What follows belongs to an exercise in optimizing a design on an open flow for small area, a short achievable clock period and few clock cycles per item; a production flow would make more cautious choices.
RTL that was checked went through simulation tests only; none was proved equivalent to the original.
For run 4, only the layout was checked, not whether the RTL still works.
Power and IR drop assume default switching activity.

## flow/config.mk

```make
export PLATFORM = sky130hd
export DESIGN_NAME = pkt_buffer_top
export DESIGN_NICKNAME = pkt_buffer_top
export VERILOG_FILES = /design/flow/design.v
export SDC_FILE = /design/flow/constraint.sdc
export NUM_CORES = 8
export LEC_CHECK = 0
export CAP_MARGIN = 20
export CORE_MARGIN = 2
export CORE_UTILIZATION = 55
export SETUP_SLACK_MARGIN = 2.6
export SLEW_MARGIN = 20
export SYNTH_MEMORY_MAX_BITS = 16384
export TNS_END_PERCENT = 10
```

## flow/constraint.sdc

```tcl
create_clock -name core_clock -period 5.5 [get_ports {clk}]
set_input_delay 1.1000 -clock core_clock [delete_from_list [all_inputs] [get_ports {clk}]]
set_output_delay 1.1000 -clock core_clock [all_outputs]
set_load 0.01 [all_outputs]
```

## flow/design.v

```verilog
`default_nettype none
package pkt_buffer_pkg;
    localparam int DATA_W  = 64;
    localparam int KEEP_W  = DATA_W / 8;
    localparam int ENTRY_W = 1 + KEEP_W + DATA_W;    
    localparam int META_W  = 32;
    localparam int ADDR_W  = 6;
    localparam int DEPTH   = 1 << ADDR_W;
    localparam logic [1:0] OP_PKT_RD  = 2'd0;
    localparam logic [1:0] OP_PKT_WR  = 2'd1;
    localparam logic [1:0] OP_META_RD = 2'd2;
    localparam logic [1:0] OP_META_WR = 2'd3;
endpackage
`default_nettype wire
`default_nettype none
import pkt_buffer_pkg::*;
module pkt_buffer_top
(
    input  wire               clk,
    input  wire               rstn,
    input  wire               dp_wr_en,
    input  wire [ADDR_W-1:0]  dp_wr_addr,
    input  wire [DATA_W-1:0]  dp_wr_data,
    input  wire [KEEP_W-1:0]  dp_wr_keep,
    input  wire               dp_wr_last,
    input  wire [META_W-1:0]  dp_wr_meta,
    input  wire               dp_rd_en,
    input  wire [ADDR_W-1:0]  dp_rd_addr,
    output logic              out_valid,
    output logic [DATA_W-1:0] out_data,
    output logic [KEEP_W-1:0] out_keep,
    output logic              out_last,
    output logic [META_W-1:0] out_meta,
    input  wire               cpu_req_valid,
    input  logic [1:0]        cpu_req_op,
    input  wire [ADDR_W-1:0]  cpu_req_addr,
    input  wire [ENTRY_W-1:0] cpu_req_wdata,
    output logic               cpu_rsp_valid,
    output logic [1:0]         cpu_rsp_op,
    output logic [ENTRY_W-1:0] cpu_rsp_data
);
    localparam int GB = 3;               
    localparam int GR = 1 << GB;         
    localparam int NG = DEPTH / GR;      
    logic               parked;
    logic [1:0]         hold_op;
    logic [ADDR_W-1:0]  hold_addr;
    logic [ENTRY_W-1:0] hold_wdata;
    logic [1:0]         s_op;
    logic [ADDR_W-1:0]  s_addr;
    logic [ENTRY_W-1:0] s_wdata;
    logic               issue;
    logic               parked_wr;   
    assign s_op    = parked ? hold_op    : cpu_req_op;
    assign s_addr  = parked ? hold_addr  : cpu_req_addr;
    assign s_wdata = parked_wr ? hold_wdata : cpu_req_wdata;
    assign issue   = !dp_wr_en && (parked || cpu_req_valid);
    always_ff @(posedge clk)
    begin
        if (!rstn)
        begin
            parked    <= 1'b0;
            parked_wr <= 1'b0;
        end
        else
        begin
            parked    <= dp_wr_en && (parked || cpu_req_valid);
            parked_wr <= dp_wr_en && (parked || cpu_req_valid) && s_op[0];
        end
    end
    always_ff @(posedge clk)
    begin
        if (cpu_req_valid)
        begin
            hold_op    <= cpu_req_op;
            hold_addr  <= cpu_req_addr;
            hold_wdata <= cpu_req_wdata;
        end
    end
    logic               pkt_we;
    logic               meta_we;
    logic [ADDR_W-1:0]  w_addr;
    logic [ENTRY_W-1:0] w_pkt;
    logic [META_W-1:0]  w_meta;
    assign pkt_we  = dp_wr_en || (issue && s_op == OP_PKT_WR);
    assign meta_we = dp_wr_en || (issue && s_op == OP_META_WR);
    assign w_addr  = dp_wr_en ? dp_wr_addr : s_addr;
    assign w_pkt   = dp_wr_en ? {dp_wr_last, dp_wr_keep, dp_wr_data} : s_wdata;
    assign w_meta  = dp_wr_en ? dp_wr_meta : s_wdata[META_W-1:0];
    logic [ENTRY_W-1:0] pkt_mem  [DEPTH];
    logic [META_W-1:0]  meta_mem [DEPTH];
    always_ff @(posedge clk)
    begin
        for (int r = 0; r < DEPTH; r++)
        begin
            if (pkt_we && w_addr == ADDR_W'(r))
                pkt_mem[r] <= w_pkt;
            if (meta_we && w_addr == ADDR_W'(r))
                meta_mem[r] <= w_meta;
        end
    end
    logic [GR-1:0] dp_lo;        
    logic [NG-1:0] dp_hi;        
    logic [GR-1:0] cpu_lo;       
    logic [NG-1:0] cpu_hi_p;     
    logic [NG-1:0] cpu_hi_m;     
    always_comb
    begin
        for (int j = 0; j < GR; j++)
        begin
            dp_lo[j]  = dp_rd_addr[GB-1:0] == GB'(j);
            cpu_lo[j] = s_addr[GB-1:0] == GB'(j);
        end
        for (int k = 0; k < NG; k++)
        begin
            dp_hi[k]    = dp_rd_addr[ADDR_W-1:GB] == (ADDR_W-GB)'(k);
            cpu_hi_p[k] = s_addr[ADDR_W-1:GB] == (ADDR_W-GB)'(k) && s_op == OP_PKT_RD;
            cpu_hi_m[k] = s_addr[ADDR_W-1:GB] == (ADDR_W-GB)'(k) && s_op == OP_META_RD;
        end
    end
    logic [ENTRY_W-1:0] dp_pkt_grp  [NG];
    logic [META_W-1:0]  dp_meta_grp [NG];
    logic [ENTRY_W-1:0] cpu_pkt_grp [NG];
    logic [META_W-1:0]  cpu_meta_grp[NG];
    always_comb
    begin
        for (int k = 0; k < NG; k++)
        begin
            dp_pkt_grp[k]   = '0;
            dp_meta_grp[k]  = '0;
            cpu_pkt_grp[k]  = '0;
            cpu_meta_grp[k] = '0;
            for (int j = 0; j < GR; j++)
            begin
                dp_pkt_grp[k]   = dp_pkt_grp[k]   | ({ENTRY_W{dp_lo[j]}}  & pkt_mem[k * GR + j]);
                dp_meta_grp[k]  = dp_meta_grp[k]  | ({META_W{dp_lo[j]}}   & meta_mem[k * GR + j]);
                cpu_pkt_grp[k]  = cpu_pkt_grp[k]  | ({ENTRY_W{cpu_lo[j]}} & pkt_mem[k * GR + j]);
                cpu_meta_grp[k] = cpu_meta_grp[k] | ({META_W{cpu_lo[j]}}  & meta_mem[k * GR + j]);
            end
        end
    end
    logic [ENTRY_W-1:0] dp_pkt_q;
    logic [META_W-1:0]  dp_meta_q;
    logic [ENTRY_W-1:0] cpu_q;
    always_ff @(posedge clk)
    begin
        logic [ENTRY_W-1:0] p;
        logic [META_W-1:0]  m;
        logic [ENTRY_W-1:0] c;
        p = '0;
        m = '0;
        c = '0;
        for (int k = 0; k < NG; k++)
        begin
            p = p | ({ENTRY_W{dp_hi[k]}} & dp_pkt_grp[k]);
            m = m | ({META_W{dp_hi[k]}}  & dp_meta_grp[k]);
            c = c | ({ENTRY_W{cpu_hi_p[k]}} & cpu_pkt_grp[k])
                  | ENTRY_W'({META_W{cpu_hi_m[k]}} & cpu_meta_grp[k]);
        end
        dp_pkt_q  <= p;
        dp_meta_q <= m;
        cpu_q     <= c;
    end
    always_ff @(posedge clk)
    begin
        if (!rstn)
        begin
            out_valid     <= 1'b0;
            cpu_rsp_valid <= 1'b0;
        end
        else
        begin
            out_valid     <= dp_rd_en;
            cpu_rsp_valid <= issue;
        end
    end
    always_ff @(posedge clk)
    begin
        cpu_rsp_op <= s_op;
    end
    assign {out_last, out_keep, out_data} = dp_pkt_q;
    assign out_meta     = dp_meta_q;
    assign cpu_rsp_data = cpu_q;
endmodule
`default_nettype wire
```

## flow/flow/run.sh

```bash
#!/bin/bash
# The standard layout (standard.sh: ORFS synthesis to finish) with three
# changes, each passed to ORFS through its own variables:
#  - before the first global placement, flow/upsize.tcl gives the plain
#    flip-flops (the output, response and request-state registers) drive
#    strength 4; the cell type stays the one synthesis gave them;
#  - the port buffers are buf_4 cells instead of the delay cell buffer_ports
#    picks by default (every port still gets its buffer);
#  - clock tree synthesis clusters up to 25 flip-flops per leaf buffer and
#    inserts no dummy loads.
# The make output goes to standard.log here; each ORFS step keeps its own log
# under orfs/logs.
set -euo pipefail
here=$(pwd)
export PRE_GLOBAL_PLACE_SKIP_IO_TCL="$here/flow/upsize.tcl"
export BUFFER_PORTS_ARGS="-buffer_cell sky130_fd_sc_hd__buf_4"
export CTS_ARGS="-sink_clustering_enable -repair_clock_nets -sink_clustering_size 25 -sink_clustering_max_diameter 100 -dont_use_dummy_load"
bash standard.sh > "$here/standard.log" 2>&1
```

## flow/flow/upsize.tcl

```tcl
# Give the output registers (and the other plain flip-flops of the design, the
# response and read data registers and the request state) the strongest drive
# strength of their cell, so that each drives its long net to an output
# buffer without a slow edge. Only the drive strength changes, never the type.
set n 0
foreach inst [[ord::get_db_block] getInsts] {
  if {[[$inst getMaster] getName] == "sky130_fd_sc_hd__dfxtp_1"} {
    replace_cell [$inst getName] sky130_fd_sc_hd__dfxtp_4
    incr n
  }
}
puts "upsize: $n flip-flops to dfxtp_4"
```

## flow/standard.sh

```bash
#!/bin/bash
# synth_recipe.tcl (not shown) runs the flow's synth.tcl, then flattens the netlist and writes it again
# the make line also repeats each setting of config.mk as NAME=value (left out here)
make -C /OpenROAD-flow-scripts/flow DESIGN_CONFIG=/design/flow/config.mk WORK_HOME=/design/flow/orfs CLKGATE_MAP_FILE= SYNTH_SCRIPT=/design/flow/synth_recipe.tcl "${@:-finish}"
```

==> impl_results.md, run 1 <==
- Status: no timing/DRC/antenna violations
- Synth warn: 7
- DRT Pass-1 Iters: 20
- Post-Place Cells: 25300
- M1 wire length: 454000 µm
- Number of remaining DRC errors: 0
- Setup-failing EPs final: 0
- Ranking of synthesized cells by area: edfxtp_1 (71%), a22oi_1 (16%), a41oi_1 (3.6%)
- Number of synthesized flops with an enable pin: 6801
- Dpl hpwl: 783000 µm
- Post-synth top flop: edfxtp_1
- Initial Util: 55.1%
- Row count: 265
- Setup crit start kind: input pin
- Mapped Area: 0.287 mm²
- Slew @ Worst Pin: 1.30 ns
- Worst reg-to-reg path cell count: 8
- Total grt overflow: 0
- Number of buffers and inverters on the critical path: 3
- WS Path Type: in -> reg
- Gpl congestion: 0.964
- Core box area: 0.520 mm²
- Met2 wire length: 558000 µm
- Final instance area: 0.334 mm²
- CP Data Arrival Time: 4.34 ns
- Slowest Stage Delay on Critical Path: 0.95 ns
- Worst path required time: 6.45 ns
- Final WS setup: 2.11 ns
- Later-pin clock latency in the skew report: 1.12 ns
- Max Used Layer: met5
- CTS Buffer Depth: 4
- DRT Wirelength: 1420000 µm
- Crit-path leading delay family: simple AND/OR/NAND/NOR gates
- Rel. slew slack: 13.1%
- CTS tree: done
- Worst Hold Margin: 0.164 ns
- Kind of end point of the critical path: register
- Pre-CTS WS: 0.342 ns
- Count leader, synth: edfxtp_1
- Buffers on Ports: 384
- Asr flop ratio synth: 0%
- Final Net Count: 19500
- # IOs: 385
- Via-per-instance ratio: 8.82
- Area leader, netlist: edfxtp_1
- Most frequent cells after synthesis: edfxtp_1 (6801), a22oi_1 (6066), clkbuf_1 (1434)
- Cells after Synth: 18400
- Most used cell, CP: buf_4
- CTS Hold Bufs: 0
- Stages on worst setup path: 7
- Tmin final: 3.39 ns
- Vias: 233000
- FMAX: 295 MHz
- Seq/Total Area, Yosys: 72.5%
- WL per Instance: 54.0 µm
- Power per cell area: 294 mW/mm²
- Hold Vio Cnt, Final: 0
- Maximum vdd ir drop: 0.000324 V
- Fill count: 36500
- Num CTS Buffers: 319
- CP Max Fanout: 14
- Die area: 0.527 mm²
- Register bit total from synthesis: 6985
- Worst path cell trace: buf_4 -> nand3b_1 -> buf_12 -> buf_4 -> a41oi_1 -> a21oi_1 -> nand3_1
- Routed Antenna Nets: 0
- CTS root buffer: clkbuf_16
- DR iter-0 viols: 57600
- Hold Crit Depth: 1
- Finished Layout Cells: 26400
- Cell variety after synth: 48
- First-pass GRT wire length: 1820000 µm
- Final period util: 61.7%
- Placed cell area: 0.310 mm²
- Die W: 726 µm
- Max-cap violations: 0
- Area Growth Syn to Fin: 16.6%
- Met3 Wirelength: 277000 µm
- DIE HEIGHT: 726 µm
- Setup TNS: 0 ns
- Syn Nets: 18600
- Vias in the first global route: 207000
- Final setup skew: 0.0819 ns
- Mapped Avg Cell Area: 15.6 µm²
- Largest net degree at the start of global routing: 101
- Fin. max-slew vios: 0
- RSZ-0062 raised after global routing: yes
- Antenna violations before repair: 124
- Clock-pin slew on the worst setup and hold paths: 0.10 ns
- Top-area cell type share of the netlist area: 71.2%
- Slowest stage cell on the critical path: nand3b_1
- HP Class: in -> reg
- Layout cells sized above 1: 19.8%
- Clock sink total: 6985
- Htree depth: 5
- Pleak: 96.3 nW
- GRT Overall Usage: 50.3%
[state kept, by name (all words and copies together) (netlist names)]
| signal | flops |
|---|---|
| hold_addr | 6 |
| dp_pkt_q | 73 |
| dp_meta_q | 32 |
| meta_mem | 2048 |
| cpu_rsp_op | 2 |
| hold_op | 2 |
| cpu_rsp_valid | 1 |
| cpu_q | 73 |
| out_valid | 1 |
| parked_wr | 1 |
| hold_wdata | 73 |
| parked | 1 |
| pkt_mem | 4672 |
[layer usage]
layer | vias up | track usage [%]
met5 | - | 0.644
met4 | 110 | 34.8
met3 | 6567 | 21.8
met2 | 28900 | 67.3
met1 | 115000 | 65.7
li1 | 82300 | -
[cells in the final DEF, fill, tap and decap left out, types with 67 or more instances in the layout]
cell and instances:
edfxtp_1 6801, a22oi_1 5880, buf_4 1372, a41oi_1 950, buf_12 504, clkbuf_16 394
a31oi_1 280, nand4_1 223, nor4_1 213, a22o_1 194, a221oi_1 192, a21oi_1 186
a22oi_2 186, dfxtp_4 184, a41oi_2 179, nor2_4 140, buf_6 120, buf_16 119
diode_2 115, a222oi_1 109, mux2_2 108, nand2_1 103, mux2i_1 93, nand3_1 90
inv_1 68, a21oi_4 67
[logic make-up (layout without fill, tap and decap cells)]
logic type | count (synthesis) | in the layout | synth area share [%]
flip-flops | 6985 | 6985 | 72.5
other | 0 | 115 | 0
AO/OA/AOI/OAI | 8437 | 8444 | 22.5
AND/OR/NAND/NOR | 1005 | 1009 | 1.91
buffers and inverters | 1781 | 2655 | 2.37
multiplexers | 212 | 217 | 0.792
[worst reg2reg max path, delay by kind of cell, from the launching register on]
kind | cells | cell delay (ns)
AOI/OAI and AO/OA | 1 | 0.20
buffers and inverters | 3 | 1.02
DFF | 1 | 0.41
muxes | 1 | 0.41
and+or+nand+nor | 3 | 0.83
[layout make-up]
| class | instances | area [µm²] | share of cell area [%] |
|---|---|---|---|
| multi-input cells | 9670 | 80000 | 23.9 |
| well taps | 6942 | 8690 | 2.60 |
| flip-flops and latches | 6985 | 209000 | 62.4 |
| inverters | 70 | 270 | 0.0808 |
| diodes | 115 | 288 | 0.0861 |
| clock buffers | 319 | 7980 | 2.39 |
| repair buffers | 2266 | 28600 | 8.54 |
[final timing paths]
path / startpoint / endpoint / slack, ns
setup / recovery: dp_rd_addr[4] / dp_pkt_q[2] / 2.11
hold / removal: cpu_req_wdata[29] / hold_wdata[29] / 0.16
setup reg to reg: parked / pkt_mem[3][9] / 2.20
hold reg to reg: hold_op[0] / cpu_rsp_op[0] / 0.58
[per-stage QoR]
| step | util (%) | power (mW) |
|---|---|---|
| 3_5_place_dp | 59.7 | 70.4 |
| 6_report | 64.3 | 98.2 |
| 2_1_floorplan | - | 65.3 |
| 5_1_grt | 64.2 | 99.3 |
| 4_1_cts | 62.7 | 96.3 |
| 3_3_place_gp | 59.6 | 70.4 |
[repair_timing]
item,in CTS,in global routing
pin swaps,172,250
endpoints found under the setup margin,7963,7030
buffers inserted,278,191
resized for setup,530,625
cloned,57,96
[power breakdown]
group          internal [mW]  switching [mW]
sequential              59.6           0.463
clock                   10.4            16.6
combinational           3.17            7.96
total                   73.2            25.0
Testbench counts, summed over its fixed seeds: cycles 6,972, requests 4,800.
==> inputs of run 2 (changes only) <==
==> flow/flow/run.sh (replaced) <==
#!/bin/bash
# The standard layout (standard.sh: ORFS synthesis to finish) with three
# changes, each passed to ORFS through its own variables:
#  - before the first global placement, flow/grid.tcl puts the 6720 storage
#    flip-flops in a regular grid (memory row by memory row, bit columns
#    aligned) and holds them there, so read trees and write nets stay short;
#  - the port buffers are buf_4 cells instead of the delay cell buffer_ports
#    picks by default (every port still gets its buffer);
#  - clock tree synthesis clusters up to 25 flip-flops per leaf buffer and
#    inserts no dummy loads.
# The make output goes to standard.log here; each ORFS step keeps its own log
# under orfs/logs.
set -euo pipefail
here=$(pwd)
export GRID_SLOT=36 GRID_PAT=10 GRID_FIRST_ROW=4 GRID_X0_SITE=60
export PRE_GLOBAL_PLACE_SKIP_IO_TCL="$here/flow/grid.tcl"
export BUFFER_PORTS_ARGS="-buffer_cell sky130_fd_sc_hd__buf_4"
export CTS_ARGS="-sink_clustering_enable -repair_clock_nets -sink_clustering_size 25 -sink_clustering_max_diameter 100 -dont_use_dummy_load"
bash standard.sh > "$here/standard.log" 2>&1
==> flow/flow/grid.tcl (new file) <==
# Place the storage flip-flops in a regular grid before global placement.
# Memory row r, bit k (pkt bits 0..72, then meta bits 0..31 as k = 73..104)
# goes to storage cell row r*2 + k/NPR, slot k%NPR, one slot every SLOT sites,
# nudged right past any tap cell.
set block [ord::get_db_block]
set SLOT $::env(GRID_SLOT)
set NPR 53
set PAT $::env(GRID_PAT)
set FIRST $::env(GRID_FIRST_ROW)
set X0SITE $::env(GRID_X0_SITE)

set rows [lsort -command {apply {{a b} {expr {[lindex [$a getOrigin] 1] - [lindex [$b getOrigin] 1]}}}} [$block getRows]]
set srows {}
set i 0
foreach r [lrange $rows $FIRST end] {
  set p [string index $PAT [expr {$i % [string length $PAT]}]]
  if {$p == "1"} { lappend srows $r }
  incr i
}
puts "grid: [llength $srows] storage rows available"

# tap sites per row y
set taps [dict create]
foreach inst [$block getInsts] {
  if {[[$inst getMaster] getType] == "CORE_WELLTAP" || [string match "*tapvpwrvgnd*" [[$inst getMaster] getName]]} {
    lassign [$inst getLocation] x y
    dict lappend taps $y $x
  }
}

set byname [dict create]
foreach inst [$block getInsts] {
  set n [$inst getName]
  if {[regexp {^(pkt|meta)_mem\\\[(\d+)\\\]\\\[(\d+)\\\]} $n -> kind r b]} {
    if {$kind == "pkt"} { set k $b } else { set k [expr {73 + $b}] }
    dict set byname "$r,$k" $inst
  }
}
puts "grid: [dict size $byname] storage flops"
# per storage cell row, its flops by slot
set percr [dict create]
dict for {key inst} $byname {
  lassign [split $key ,] r k
  set cr [expr {$r * 2 + $k / $NPR}]
  dict lappend percr $cr [list [expr {$k % $NPR}] $inst]
}
set placed 0
dict for {cr items} $percr {
  set row [lindex $srows $cr]
  lassign [$row getOrigin] ox oy
  set rowtaps {}
  if {[dict exists $taps $oy]} {
    foreach tx [dict get $taps $oy] { lappend rowtaps [expr {($tx - $ox) / 460}] }
  }
  set cursor 0
  foreach it [lsort -integer -index 0 $items] {
    lassign $it slot inst
    set w [expr {[[$inst getMaster] getWidth] / 460}]
    set s [expr {max($X0SITE + $slot * $SLOT, $cursor)}]
    set moved 1
    while {$moved} {
      set moved 0
      foreach t $rowtaps {
        if {$t >= $s && $t < $s + $w} { set s [expr {$t + 1}]; set moved 1 }
      }
    }
    set cursor [expr {$s + $w}]
    $inst setOrient [$row getOrient]
    $inst setLocation [expr {$ox + $s * 460}] $oy
    $inst setPlacementStatus FIRM
    incr placed
  }
}
puts "grid: placed $placed"
--- a/flow/config.mk
+++ b/flow/config.mk
@@ -6,8 +6,8 @@
 export NUM_CORES = 8
 export LEC_CHECK = 0
 export CAP_MARGIN = 20
-export CORE_MARGIN = 2
-export CORE_UTILIZATION = 55
+export CORE_AREA = 4 4 936 736
+export DIE_AREA = 0 0 940 740
 export SETUP_SLACK_MARGIN = 2.6
 export SLEW_MARGIN = 20
 export SYNTH_MEMORY_MAX_BITS = 16384
removed: flow/flow/upsize.tcl
==> run 2 against run 1 <==
The layout now fails its checks (max-capacitance violations, max-slew violations). Final cell count rose by 11%. Flip-flop and latch count did not move. Largest cell class unchanged. Sequential share of layout area fell by 2.3 points. Core utilization fell by 13 points. Worst setup slack got worse by 1.5 ns. Clock skew rose by 0.028 ns. Power rose by 1.3%. Maximum frequency fell by 31%. Area after synthesis did not move. Worst hold slack got worse by 0.060 ns.
==> impl_results.md, run 2 <==
- Cell variety after synth: 48
- Via-per-instance ratio: 7.89
- Max-cap violations: 2
- Area Growth Syn to Fin: 20.6%
- Antenna violations before repair: 203
- Clock-pin slew on the worst setup and hold paths: 0.10 ns
- Gpl congestion: 1.12
- Final Net Count: 20100
- DIE HEIGHT: 740 µm
- RSZ-0062 raised after global routing: yes
- DRT Pass-1 Iters: 17
- Seq/Total Area, Yosys: 72.5%
- Ranking of synthesized cells by area: edfxtp_1 (71%), a22oi_1 (16%), a41oi_1 (3.6%)
- Slew @ Worst Pin: 2.77 ns
- Maximum vdd ir drop: 0.000278 V
- CTS root buffer: clkbuf_16
- Syn Nets: 18600
- Total grt overflow: 0
- Dpl hpwl: 1130000 µm
- Routed Antenna Nets: 0
- # IOs: 385
- Status: complete, but fails checks
- First-pass GRT wire length: 2050000 µm
- Count leader, synth: edfxtp_1
- WS Path Type: reg -> reg
- Final WS setup: 0.576 ns
- Layout cells sized above 1: 23.0%
- CTS Buffer Depth: 4
- DRT Wirelength: 1660000 µm
- WL per Instance: 56.8 µm
- Top Registers: pkt_mem: 4672 flops, meta_mem: 2048 flops
- Most frequent cells after synthesis: edfxtp_1 (6801), a22oi_1 (6066), clkbuf_1 (1434)
- M1 GR Usage: 45.9%
- CTS tree: done
- Core box area: 0.679 mm²
- Tmin final: 4.92 ns
- Kind of end point of the critical path: register
- GR peak layer: met2
- Placed cell area: 0.316 mm²
- Pre-CTS WS: 0.217 ns
- Setup TNS: 0 ns
- Max reg flops: 4672
- Setup crit start kind: register
- Slowest Stage Delay on Critical Path: 2.08 ns
- Fin. max-slew vios: 5
- Register bit total from synthesis: 6985
- Hold Crit Depth: 1
- CP Data Arrival Time: 5.78 ns
- Buffers on Ports: 384
- Vias in the first global route: 219000
- Most common cell after layout, fill and taps aside: edfxtp_1
- Post-synth top flop: edfxtp_1
- Mapped Avg Cell Area: 15.6 µm²
- Initial Util: 42.3%
- FMAX: 203 MHz
- Seq. cell area: 0.208 mm²
- Die W: 940 µm
- Worst path required time: 6.36 ns
- Top-area cell type share of the netlist area: 71.2%
- Final setup skew: 0.110 ns
- HP Class: in -> reg
- CTS Hold Bufs: 0
- Final instance area: 0.346 mm²
- Largest register by flop count: pkt_mem
- Slowest stage cell on the critical path: a21oi_1
- Die area: 0.696 mm²
- Rel. slew slack: -84.8%
- Synth warn: 7
- Htree depth: 5
- Hold Vio Cnt, Final: 0
- Setup-failing EPs final: 0
- GRT Overall Usage: 43.8%
- Mapped Area: 0.287 mm²
- Later-pin clock latency in the skew report: 1.18 ns
- Multi-input logic area: 0.0834 mm²
- Pleak: 100 nW
- Worst Hold Margin: 0.105 ns
- Asr flop ratio synth: 0%
- Fin util: 50.9%
- Number of synthesized flops with an enable pin: 6801
- Vias: 230000
- Cells after Synth: 18400
- Met2 Use GR: 62.0%
- Largest net degree at the start of global routing: 83
- Final period util: 89.5%
- Worst reg-to-reg path cell count: 10
- Clock sink total: 6985
- Most frequent cells in the layout: edfxtp_1 (6801), a22oi_1 (5837), buf_4 (1759)
- Fill count: 54600
- DR iter-0 viols: 55700
- Met3 Usage GRT: 21.5%
- Worst path cell trace: buf_6 -> and2_4 -> a32o_4 -> buf_12 -> buf_12 -> buf_16 -> a22oi_1 -> nand4_1 -> a21oi_1 -> nand4_1
- Row count: 268
- Layout check fault list: max-capacitance violations, max-slew violations
- CP Max Fanout: 52
- Area leader, netlist: edfxtp_1
- Number of remaining DRC errors: 0
- Num CTS Buffers: 318
- Power per cell area: 287 mW/mm²
-- run 2: worst max-delay path: cells and delay by family, from the launching register on --
kind                   cells  cell delay, ns
AOI/OAI and AO/OA          3            2.59
buffers and inverters      4            0.80
DFF                        1            0.41
and+or+nand+nor            3            0.64
-- run 2: final timing paths --
| path | start | to | slack [ns] |
|---|---|---|---|
| setup / recovery | parked | cpu_q[66] | 0.58 |
| hold / removal | cpu_req_wdata[5] | hold_wdata[5] | 0.10 |
| setup reg to reg | parked | cpu_q[66] | 0.58 |
| hold reg to reg | pkt_mem[18][36] | cpu_q[36] | 0.68 |
-- run 2: final cells by class --
class | count | share of cell area (%)
sequential | 6985 | 60.1
tap | 9045 | 3.27
antenna | 190 | 0.137
inverter | 70 | 0.0781
timing repair buffer | 2861 | 10.0
multi-input combinational | 9676 | 24.1
clock buffer | 318 | 2.30
-- run 2: routing by layer --
metal / up-vias / share of wire [%]
met5: - / 0.33
met4: 84 / 14
met3: 8441 / 17
met2: 27300 / 39
met1: 111000 / 30
li1: 83600 / -
-- run 2: what timing repair did --
action | 4_1_cts | 5_1_grt
endpoints found under the setup margin | 8956 | 9558
pin swaps | 253 | 339
setup buffers | 344 | 240
resized for setup | 938 | 840
cloned | 140 | 135
-- run 2: power breakdown --
part	total [mW]	internal, mW	switching (mW)	leakage, nW
clock network	26.6	10.4	16.2	3.92
logic	12.7	3.48	9.26	33.6
registers	60.1	59.5	0.572	62.8
-- run 2: through the flow --
stage	cells	power (mW)
after floorplan	18400	65.3
after global placement	27700	71.1
after detailed placement	27800	71.3
after CTS	28600	97.4
after global routing	29000	101
final	29100	99.4
-- run 2: logic make-up after synthesis --
family | Yosys count | synth area share, %
buf+inv | 1781 | 2.37
compound gates | 8437 | 22.5
simple gates | 1005 | 1.91
flops | 6985 | 72.5
mux | 212 | 0.792
==> inputs of run 3 (changes only) <==
==> flow/flow/run.sh (replaced) <==
#!/bin/bash
# The standard layout, with one addition: before the first global
# placement, flow/grid.tcl puts the 6720 storage flip-flops in a regular grid
# (memory row by memory row, bit columns aligned) and holds them there, so the
# read trees and the write data and enable nets stay short. Every other step is
# the standard one. The make output goes to standard.log here; each ORFS step
# keeps its own log under orfs/logs.
set -euo pipefail
here=$(pwd)
export GRID_SLOT=36 GRID_PAT=10 GRID_FIRST_ROW=4 GRID_X0_SITE=60
export PRE_GLOBAL_PLACE_SKIP_IO_TCL="$here/flow/grid.tcl"
bash standard.sh > "$here/standard.log" 2>&1
--- a/flow/config.mk
+++ b/flow/config.mk
@@ -8,7 +8,7 @@
 export CAP_MARGIN = 20
 export CORE_AREA = 4 4 936 736
 export DIE_AREA = 0 0 940 740
-export SETUP_SLACK_MARGIN = 2.6
+export SETUP_SLACK_MARGIN = 2.0
 export SLEW_MARGIN = 20
 export SYNTH_MEMORY_MAX_BITS = 16384
 export TNS_END_PERCENT = 10
==> run 3 against run 2 <==
Now clean on timing, DRC and antenna. Critical path type unchanged. Die area did not move. Clock power rose by 75%. Final cell count rose by 2.4%. Combinational power fell by 9%. Non-clock buffer count fell by 282. Worst hold slack improved by 0.20 ns. Highest routed layer unchanged. Clock skew fell by 0.026 ns. Core utilization barely moved.
==> impl_results.md, run 3 <==
- Status: no timing/DRC/antenna violations
- Worst Min Path Start: cpu_req_valid
- HP Class: in -> reg
- Slew @ Worst Pin: 1.36 ns
- Worst Hold Endpoint: hold_wdata[50]
- Vias: 224000
- Mapped Area: 0.287 mm²
- Largest net degree at the start of global routing: 92
- Max-cap violations: 0
- DRT Wirelength: 1530000 µm
- Routed Antenna Nets: 0
- Hold Crit Depth: 1
- Via-per-instance ratio: 7.52
- Register bit total from synthesis: 6985
- Number of remaining DRC errors: 0
- CTS tree: done
- DIE HEIGHT: 740 µm
- Number of synthesized flops with an enable pin: 6801
- Antenna violations before repair: 209
- Die W: 940 µm
- Htree depth: 6
- CTS root buffer: clkbuf_16
- Gpl congestion: 1.10
- Final period util: 68.9%
- Count leader, synth: edfxtp_1
- Synth warn: 7
- Later-pin clock latency in the skew report: 1.25 ns
- Power per cell area: 342 mW/mm²
- Core box area: 0.679 mm²
- Total power draw: 118 mW
- R2r setup slk: 1.71 ns
- FMAX: 264 MHz
- Worst r2r src: parked
- Num CTS Buffers: 703
- # IOs: 385
- Slowest Stage Delay on Critical Path: 0.76 ns
- Fin. max-slew vios: 0
- RSZ-0062 raised after global routing: yes
- Area leader, netlist: edfxtp_1
- Dpl hpwl: 1150000 µm
- Total grt overflow: 0
- Most common cell after layout, fill and taps aside: edfxtp_1
- WS Path Type: reg -> reg
- Final setup skew: 0.0838 ns
- Post-synth top flop: edfxtp_1
- Syn Nets: 18600
- Worst path required time: 6.65 ns
- Final Net Count: 20200
- Vias in the first global route: 222000
- Worst path cell trace: buf_4 -> or3b_2 -> a21oi_1 -> buf_4 -> nand2_2 -> buf_12 -> a41oi_1 -> nor4_2 -> nand4_1
- Finished Layout Cells: 29800
- Clock-pin slew on the worst setup and hold paths: 0.06 ns
- DR iter-0 viols: 51100
- Clock sink total: 6985
- Rel. slew slack: 8.87%
- Asr flop ratio synth: 0%
- Number of buffers and inverters on the critical path: 3
- Layout cells sized above 1: 19.3%
- WL per Instance: 51.2 µm
- CTS Hold Bufs: 0
- Most used cell, CP: buf_4
- Most frequent cells in the layout: edfxtp_1 (6801), a22oi_1 (6032), buf_4 (1720)
- Top Registers: pkt_mem: 4672 flops, meta_mem: 2048 flops
- Initial Util: 42.3%
- Largest register by flop count: pkt_mem
- Maximum vdd ir drop: 0.000353 V
- Kind of end point of the critical path: register
- Row count: 268
- Most frequent cells after synthesis: edfxtp_1 (6801), a22oi_1 (6066), clkbuf_1 (1434)
- Hold Vio Cnt, Final: 0
- Crit-path leading delay family: simple AND/OR/NAND/NOR gates
- Setup-failing EPs final: 0
- Buffers on Ports: 384
- Post-Place Cells: 28200
- CP Data Arrival Time: 4.94 ns
- Slowest stage cell on the critical path: a41oi_1
- Cells after Synth: 18400
- Worst reg-to-reg path cell count: 9
- Setup crit start kind: register
- Die area: 0.696 mm²
- DRT Pass-1 Iters: 17
- CTS Buffer Depth: 4
- Max reg flops: 4672
- CP Max Fanout: 16
- Top-area cell type share of the netlist area: 71.2%
- Cell variety after synth: 48
- Mapped Avg Cell Area: 15.6 µm²
- Tmin final: 3.79 ns
- GRT Overall Usage: 41.9%
- First-pass GRT wire length: 1990000 µm
- RR Endpoint: cpu_q[14]
- Pleak: 102 nW
- Seq/Total Area, Yosys: 72.5%
- Area Growth Syn to Fin: 20.6%
- Ranking of synthesized cells by area: edfxtp_1 (71%), a22oi_1 (16%), a41oi_1 (3.6%)
[run 3: cell count changes in the layout (fill, tap and decap cells not counted), moves of 195 or more]
cell	previous run	this run
clkbuf_16	397	726
buf_6	294	42
a22oi_1	5837	6032
clkbuf_1	0	212
clkdlybuf4s50_1	0	333
a22oi_2	229	34
[run 3: where the power goes]
| group | internal [mW] | leakage, nW | switching (mW) |
|---|---|---|---|
| combinational | 3.09 | 28.9 | 8.42 |
| clock | 26.0 | 10.7 | 20.7 |
| sequential | 59.6 | 62.8 | 0.565 |
[run 3: worst max path at each step]
| stage | from | endpoint | slack (ns) | cells past startpoint |
|---|---|---|---|---|
| finish | parked | cpu_q[14] | 1.71 | 9 |
| global placement | cpu_req_addr[2] | cpu_q[29] | -1.43 | 10 |
| global route | hold_addr[0] | cpu_q[14] | 1.85 | 12 |
| detailed placement | cpu_req_addr[2] | cpu_q[25] | -0.20 | 10 |
| floorplan | dp_wr_en | pkt_mem[48][0] | 1.25 | 7 |
| CTS | cpu_q[14] | cpu_rsp_data[14] | 1.72 | 1 |
[run 3: layout make-up]
class	instances	area [µm²]
Clock inverter	331	2700
Timing Repair Buffer	2579	26100
Fill cell	55300	333000
Clock buffer	968	19300
Inverter	70	270
Sequential cell	6985	208000
Tap cell	9045	11300
Multi-Input combinational cell	9661	77900
Antenna cell	197	493
[run 3: repair_timing]
action,CTS,global route
cloned,3,14
gates resized for setup,152,153
setup buffers,57,62
setup endpoints to repair,6733,1094
pin swaps,23,45
[run 3: logic make-up after synthesis]
family	Yosys count	synth area share, %
and+or+nand+nor	1005	1.91
AOI/OAI and AO/OA	8437	22.5
DFF	6985	72.5
buffers and inverters	1781	2.37
muxes	212	0.792
[run 3: routing by layer]
layer | part of all wire [%] | vias to the layer above | global-route usage [%]
li1 | - | 84400 | -
met1 | 30 | 108000 | 44.5
met2 | 41 | 24600 | 60.9
met3 | 14 | 7371 | 17.6
met4 | 14 | 84 | 43.2
met5 | 0.097 | - | 1.89
[run 3: worst reg2reg max path, stage by stage, from the launching register on]
cell and delay [ns]:
dfxtp_4 0.38, buf_4 0.29, or3b_2 0.55, a21oi_1 0.22, buf_4 0.27, nand2_2 0.49, buf_12 0.41, a41oi_1 0.79
nor4_2 0.18, nand4_1 0.16
[run 3: through the flow]
| step | area [µm²] | utilization, % | hold WS [ns] | setup slack (ns) | TNS [ns] |
|---|---|---|---|---|---|
| floorplan | 288000 | - | 0.490 | 1.25 | 0 |
| global placement | 320000 | 47.1 | 0.641 | -1.43 | -10.20 |
| detailed placement | 320000 | 47.2 | 0.645 | -0.197 | -0.862 |
| CTS | 344000 | 50.6 | 0.251 | 1.72 | 0 |
| global route | 346000 | 50.9 | 0.306 | 1.85 | 0 |
| finish | 346000 | 50.9 | 0.303 | 1.71 | 0 |
==> inputs of run 4 (changes only) <==
--- a/flow/design.v
+++ b/flow/design.v
@@ -50,27 +50,20 @@
     logic [ADDR_W-1:0]  s_addr;
     logic [ENTRY_W-1:0] s_wdata;
     logic               issue;
-    logic               parked_wr;   
     assign s_op    = parked ? hold_op    : cpu_req_op;
     assign s_addr  = parked ? hold_addr  : cpu_req_addr;
-    assign s_wdata = parked_wr ? hold_wdata : cpu_req_wdata;
+    assign s_wdata = parked ? hold_wdata : cpu_req_wdata;
     assign issue   = !dp_wr_en && (parked || cpu_req_valid);
     always_ff @(posedge clk)
     begin
         if (!rstn)
-        begin
-            parked    <= 1'b0;
-            parked_wr <= 1'b0;
-        end
+            parked <= 1'b0;
         else
-        begin
-            parked    <= dp_wr_en && (parked || cpu_req_valid);
-            parked_wr <= dp_wr_en && (parked || cpu_req_valid) && s_op[0];
-        end
+            parked <= dp_wr_en && (parked || cpu_req_valid);
     end
     always_ff @(posedge clk)
     begin
-        if (cpu_req_valid)
+        if (!parked)
         begin
             hold_op    <= cpu_req_op;
             hold_addr  <= cpu_req_addr;
--- a/flow/config.mk
+++ b/flow/config.mk
@@ -8,7 +8,5 @@
 export CAP_MARGIN = 20
 export CORE_AREA = 4 4 936 736
 export DIE_AREA = 0 0 940 740
-export SETUP_SLACK_MARGIN = 2.0
 export SLEW_MARGIN = 20
 export SYNTH_MEMORY_MAX_BITS = 16384
-export TNS_END_PERCENT = 10
==> run 4 against run 3 <==
The layout now fails its checks (max-capacitance violations, max-slew violations). Synthesized cell count shrank 3.0%. Clock power is essentially flat. Register-to-register slack lost 1.4 ns. Clock skew shrank 0.012 ns. Critical path type unchanged.
==> impl_results.md, run 4 <==
- CP Data Arrival Time: 6.34 ns
- Vias in the first global route: 218000
- RR Endpoint: cpu_q[25]
- Post-synth top flop: edfxtp_1
- Slew @ Worst Pin: 1.53 ns
- Synth warn: 7
- DRT Wirelength: 1530000 µm
- Max-cap violations: 1
- Htree depth: 6
- Layout cells sized above 1: 19.2%
- Final setup skew: 0.0718 ns
- Num CTS Buffers: 698
- Final Net Count: 19500
- First-pass GRT wire length: 2000000 µm
- Vias: 221000
- Total power draw: 118 mW
- Dpl hpwl: 1160000 µm
- Die area: 0.696 mm²
- Pleak: 103 nW
- Met3 Wirelength: 225000 µm
- Clock sink total: 6982
- CTS tree: done
- PostCTS Resize Cnt: 0
- Total grt overflow: 0
- Count leader, synth: edfxtp_1
- Final instance area: 0.339 mm²
- Mapped Area: 0.285 mm²
- CTS Buffer Depth: 4
- Rel. slew slack: -2.26%
- Top Registers: pkt_mem: 4672 flops, meta_mem: 2048 flops
- Routed Antenna Nets: 0
- FMAX: 191 MHz
- CTS root buffer: clkbuf_16
- DRT Pass-1 Iters: 14
- Largest net degree at the start of global routing: 75
- GRT Overall Usage: 42.3%
- Worst reg-to-reg path cell count: 8
- WS Path Type: reg -> reg
- Gpl congestion: 1.09
- Core box area: 0.679 mm²
- Most frequent cells after synthesis: edfxtp_1 (6720), a22oi_1 (3310), a31oi_1 (1455)
- # IOs: 385
- Kind of end point of the critical path: register
- M1 wire length: 458000 µm
- Asr flop ratio synth: 0%
- Number of synthesized flops with an enable pin: 6720
- Initial Util: 41.9%
- Met2 wire length: 639000 µm
- Seq/Total Area, Yosys: 72.7%
- Top-area cell type share of the netlist area: 70.9%
- Ranking of synthesized cells by area: edfxtp_1 (71%), a22oi_1 (8.7%), a222oi_1 (4.6%)
- Setup-failing EPs final: 0
- Max Used Layer: met5
- Antenna violations before repair: 210
- Most frequent cells in the layout: edfxtp_1 (6720), a22oi_1 (3310), buf_4 (1558)
- Power per cell area: 348 mW/mm²
- Pre-CTS WS: 0.0445 ns
- CTS Hold Bufs: 0
- Hold Crit Depth: 1
- Final WS setup: 0.267 ns
- DIE HEIGHT: 740 µm
- Die W: 940 µm
- Clock-pin slew on the worst setup and hold paths: 0.06 ns
- Buffers on Ports: 384
- RSZ-0062 raised after global routing: no
- Worst r2r src: parked
- Row count: 268
- Mapped Avg Cell Area: 15.9 µm²
- Worst Min Path Start: hold_wdata[67]
- Layout check fault list: max-capacitance violations, max-slew violations
- Fin. max-slew vios: 2
- R2r setup slk: 0.27 ns
- Setup TNS: 0 ns
- Syn Nets: 18100
- Maximum vdd ir drop: 0.000356 V
- Fill count: 55900
- Later-pin clock latency in the skew report: 1.20 ns
- Most common cell after layout, fill and taps aside: edfxtp_1
- DR iter-0 viols: 58300
- Area Growth Syn to Fin: 19.2%
- HP Class: reg -> reg
- Largest register by flop count: pkt_mem
- Register bit total from synthesis: 6982
- Hold Vio Cnt, Final: 0
- Max reg flops: 4672
- Number of remaining DRC errors: 0
- Cell variety after synth: 49
- Worst Hold Endpoint: hold_wdata[67]
- Setup crit start kind: register
- WL per Instance: 52.7 µm
- Status: complete, but fails checks
- Setup repair bufs after CTS: 0
- Cells after Synth: 17900
- Area leader, netlist: edfxtp_1
- Worst path required time: 6.60 ns
- Tmin final: 5.23 ns
- CP Max Fanout: 57
- Placed cell area: 0.317 mm²
- Final period util: 95.2%
- Via-per-instance ratio: 7.61
## run 4: cell count changes after synthesis, moves of 271 or more
cell | previous run | this run
mux2_2 | 111 | 382
a22o_1 | 196 | 625
a222oi_1 | 109 | 1321
a41oi_1 | 1166 | 0
a31oi_1 | 313 | 1455
a22oi_1 | 6066 | 3310
a221oi_1 | 192 | 619
## run 4: how the worst max path moves through the flow
stage,startpoint,endpoint,slack [ns],cells after the start
detailed placement,cpu_req_addr[1],cpu_q[25],0.04,11
global route,parked,cpu_q[25],0.48,10
floorplan,cpu_req_addr[0],pkt_mem[19][0],-0.70,8
finish,parked,cpu_q[25],0.27,8
global placement,cpu_req_addr[1],cpu_q[26],-0.52,9
CTS,parked,cpu_q[25],0.76,10
## run 4: logic make-up (layout without fill, tap and decap cells)
logic type             count (synthesis)  after routing  share of synthesized area (%)
flip-flops                          6982           6982                           72.7
buffers and inverters               1778           3732                           2.45
AND/OR/NAND/NOR                      960            960                           1.84
AO/OA/AOI/OAI                       7664           7664                           21.0
multiplexers                         489            489                           1.97
other                                  0            178                              0
## run 4: final cells by class
cell class / count / area [µm²] / area share (%)
antenna: 178 / 445 / 0.131
inverter: 74 / 285 / 0.0841
tap: 9045 / 11300 / 3.33
multi-input combinational: 9113 / 74100 / 21.8
clock inverter: 316 / 2530 / 0.746
clock buffer: 956 / 19300 / 5.70
sequential: 6982 / 207000 / 61.0
timing repair buffer: 2386 / 24300 / 7.17
## run 4: per-stage QoR
stage	std cells	util [%]	hold WS, ns
2_1_floorplan	17900	-	0.445
3_5_place_dp	27600	46.7	0.457
5_1_grt	28900	49.9	0.483
6_report	29100	50.0	0.471
4_1_cts	28900	49.9	0.467
3_3_place_gp	27600	46.6	0.450
## run 4: metal layers
layer / global-route usage, % / up-vias
li1: - / 82600
met1: 44.3 / 106000
met2: 61.9 / 24800
met3: 18.9 / 7092
met4: 42.8 / 90
met5: 2.13 / -
## run 4: power by group
group	leakage, nW	switching [mW]	internal (mW)	total, mW
Sequential	62.5	0.500	59.5	60.0
Clock	10.7	20.4	26.2	46.6
Combinational	29.4	8.49	3.15	11.6
Total	103	29.4	88.8	118
## run 4: worst max-delay path: stages (launching register included)
cell,delay (ns)
dfxtp_4,0.86
and3b_1,0.76
a22o_4,0.96
buf_12,0.26
buf_12,0.34
a22oi_1,0.15
a31oi_2,0.91
nor4_2,0.37
nand4_1,0.23

## what the ideal ports hide
The results above use ideal ports. As a check the final layouts listed here were re-extracted and re-timed, cells and wires unchanged.
Step 1: set_driving_cell puts a clkbuf_16 on clk and a buf_2 on each other input, an assumption about the parent block.
Step 2 adds t to the input delays and takes it off the output delays; t is the mean of the earliest and latest rising clock arrival at the registers after step 1. Input paths then give back, and output paths get back, about the clock's delay inside the block.
Slacks: ideal ports / drivers / drivers and shift; pairs: ideal ports / drivers.
run	shift t [ns]	slack for setup (ns)	worst setup path after step 2
run 1	1.199	2.107 / 2.056 / 0.857	input to register
run 2	1.300	0.576 / 0.269 / -1.031	input to register
run 3	1.373	1.713 / 1.576 / 0.203	input to register
run 4	1.346	0.267 / 0.267 / -0.616	input to register
The setup slack of run 2, which loses most, moves by -0.307 ns with the drivers and by -1.607 ns with both steps.
